This design comes from an exercise in tuning for small area, a short achievable clock period and few clock cycles per item on the open sky130 flow, not from production work.
Only simulation tests tie the RTL to the original design; equivalence was not proved.
Power is estimated from default activity; no workload was simulated.

== lane 1 ==
==> flow/design.v (excerpt) <==
module alu_pipe #(
  parameter  int WIDTH = 32,
  localparam int SHW   = $clog2(WIDTH)
) (
  input  logic             clock,
  input  logic             reset,
  input  logic             in_valid,
  output logic             in_ready,
  input  logic [WIDTH-1:0] aluin1,
  input  logic [WIDTH-1:0] aluin2,
  input  logic [2:0]       opselect,
  input  logic [2:0]       operation,
  input  logic [SHW-1:0]   shift_number,
  output logic             out_valid,
  input  logic             out_ready,
  output logic [WIDTH-1:0] aluout,
  output logic             carryout,
  output logic             overflow,
  output logic             zero,
  output logic             illegal
);
For scale: roughly 210 flip-flops, roughly 25000 um^2 of cells after synthesis.
==> flow/config.mk <==
export PLATFORM = sky130hd
export DESIGN_NAME = alu_pipe
export DESIGN_NICKNAME = alu_pipe
export VERILOG_FILES = /design/flow/design.v
export SDC_FILE = /design/flow/constraint.sdc
export NUM_CORES = 4
export LEC_CHECK = 0
export ABC_AREA = 1
export CAP_MARGIN = 20
export CORE_MARGIN = 2
export CORE_UTILIZATION = 30
export SETUP_SLACK_MARGIN = 2.8
export SLEW_MARGIN = 20
==> flow/constraint.sdc <==
create_clock -name core_clock -period 6.0 [get_ports {clock}]
set_input_delay 1.2000 -clock core_clock [delete_from_list [all_inputs] [get_ports {clock}]]
set_output_delay 1.2000 -clock core_clock [all_outputs]
set_load 0.01 [all_outputs]
run.sh (not shown) runs the stock make flow with config.mk's settings and CLKGATE_MAP_FILE= SYNTH_SCRIPT=/design/flow/synth_recipe.tcl, a recipe that flattens the netlist after the stock synthesis.
Lane 1 completed every stage of the flow, and the final layout passed the timing, design-rule and antenna checks.
Testbench counts of lane 1, summed over its fixed seeds: cycles 47,732, ops 32,000.
Here is what was changed in the inputs of lane 2 compared with lane 1.
- SETUP_SLACK_MARGIN now 3, was 2.8
- TNS_END_PERCENT now 10, previously not set
[summary]
- Changes observed in lane 2 relative to lane 1: number of buffers inserted to repair setup after CTS rose about 20%, half-perimeter wire length after placement fell 1.1%.
- Lane 2 vs lane 1 — vias per cell climbed slightly
- Per the comparison of lane 2 with lane 1, worst IR drop on VDD higher; total number of cells along the worst setup path higher.
- Comparing lane 1 and lane 2, fmax is higher on lane 2.
- Comparing the two runs side by side, lane 2 comes out behind lane 1 on leakage component of the power.
- Diff lane 1 and lane 2: critical path data required time lower in lane 1
- Clock buffer count from CTS (lane 1 / lane 2): 0.926
- Met3 layer wire length in the routed design, lane 1 and lane 2: larger value in lane 2
- Going from lane 1 to lane 2, share of the clock period used by the worst path shrinks by 0.41 points.
--- input diff lane 2..lane 3 ---
- TNS_END_PERCENT removed (was 10)
Results
Lane 3 reports its master of the slowest instance on the critical path as sky130_fd_sc_hd__edfxtp_1 while lane 2 reports sky130_fd_sc_hd__fa_1. Cmp lane 2 and lane 3 / worst setup margin / lower: lane 2. Final-layout non-clock buffer area share (lower): lane 2. Lane 3 ends up with higher pre-CTS setup slack than lane 2 does. The worst hold slack of lane 3 is higher than that of lane 2. Lane 3 vs. lane 2: number of ordinary inverters in the final layout went down by 6. Lane 2 and lane 3 ended up with nearly the same clock slew at the register clock pins of the worst setup and hold paths. Of lane 2 and lane 3, lane 2 shows the lower via count, with lane 3 above it. For the cell count, lane 3 came in 33 higher than lane 2 did. Per the comparison of lane 3 with lane 2, final weighted congestion in routability-driven placement went up, area added between synthesis and finish grew by 3.6 points.

---

zinc:
alu_pipe, a different RTL version from the one above (not shown whole).
Size: ~3500 cells after synthesis, roughly 120 I/O pins, roughly 25000 um2 of cells after synthesis.
export LEC_CHECK = 0
export ABC_AREA = 1
export CAP_MARGIN = 20
export CORE_MARGIN = 2
export CORE_UTILIZATION = 30
export SETUP_SLACK_MARGIN = 3.1
export SLEW_MARGIN = 20
export TNS_END_PERCENT = 50
create_clock -name core_clock -period 6.0 [get_ports {clock}]
zinc closes out successfully: all stages finished, all timing, DRC and antenna checks passed.
Testbench counts of zinc, summed over its fixed seeds: cycles 47,732, ops 32,000.
Input changes introduced in garnet (baseline for comparison: zinc):
-- flow/config.mk --
<<< zinc, line 11
export CORE_UTILIZATION = 30
export SETUP_SLACK_MARGIN = 3.1
export SLEW_MARGIN = 20
export TNS_END_PERCENT = 50
>>> garnet, line 11
export CORE_UTILIZATION = 30
export SETUP_SLACK_MARGIN = 3
export SLEW_MARGIN = 20
## What came out
- garnet finished all stages; the layout is clean.
- On final worst slack: between garnet and zinc, it ends up higher for garnet.
- In the final reports, the cell area of garnet is smaller than that of zinc.
- garnet — maximum fanout along the worst path 13 higher, zinc as reference
### garnet -> juniper
-- flow/config.mk --
<<< garnet, line 11
export CORE_UTILIZATION = 30
export SETUP_SLACK_MARGIN = 3
export SLEW_MARGIN = 20
>>> juniper, line 11
export CORE_UTILIZATION = 30
export SETUP_SLACK_MARGIN = 3.1
export SLEW_MARGIN = 20
Findings:
Between juniper and garnet, the difference in wire length of the first global-routing pass is negligible. Changes observed in juniper relative to garnet: total power of the final layout decreased by 0.44% relative to the old numbers, utilization closely matched the old numbers, switching power closely matched the old numbers. Higher slack of the critical path among juniper and garnet: juniper.

## static timing again, ports no longer ideal
Ports are ideal in the flow. The routed layouts listed here were re-timed in OpenROAD. Step 1, drivers: a clkbuf_16 drives clock and a buf_2 each remaining input, both assumed. Step 2 also shifts input and output timing later by t, the mid clock arrival at the registers, as if the neighbouring blocks saw the same clock. a / b / c = no drivers / after step 1 / after step 2; a / b = the first two.
run	shift t [ns]	setup WS [ns]	hold WS [ns]	worst setup path at the end
lane 1	0.661	2.660 / 2.597 / 2.348	0.457 / 0.457 / 0.457	input to register
lane 2	0.682	2.685 / 2.685 / 2.065	0.423 / 0.423 / 0.423	input to register
lane 3	0.677	2.766 / 2.694 / 2.523	0.471 / 0.471 / 0.471	input to register
zinc	0.691	2.840 / 2.840 / 2.416	0.421 / 0.421 / 0.421	input to register
garnet	0.684	2.962 / 2.948 / 2.448	0.441 / 0.441 / 0.441	input to register
juniper	0.702	2.991 / 2.991 / 2.468	0.431 / 0.431 / 0.431	input to register
After both steps every run listed still meets setup and hold. For lane 2, which loses most, drivers alone change the setup slack by 0.000 ns; drivers and shift together by -0.620 ns.
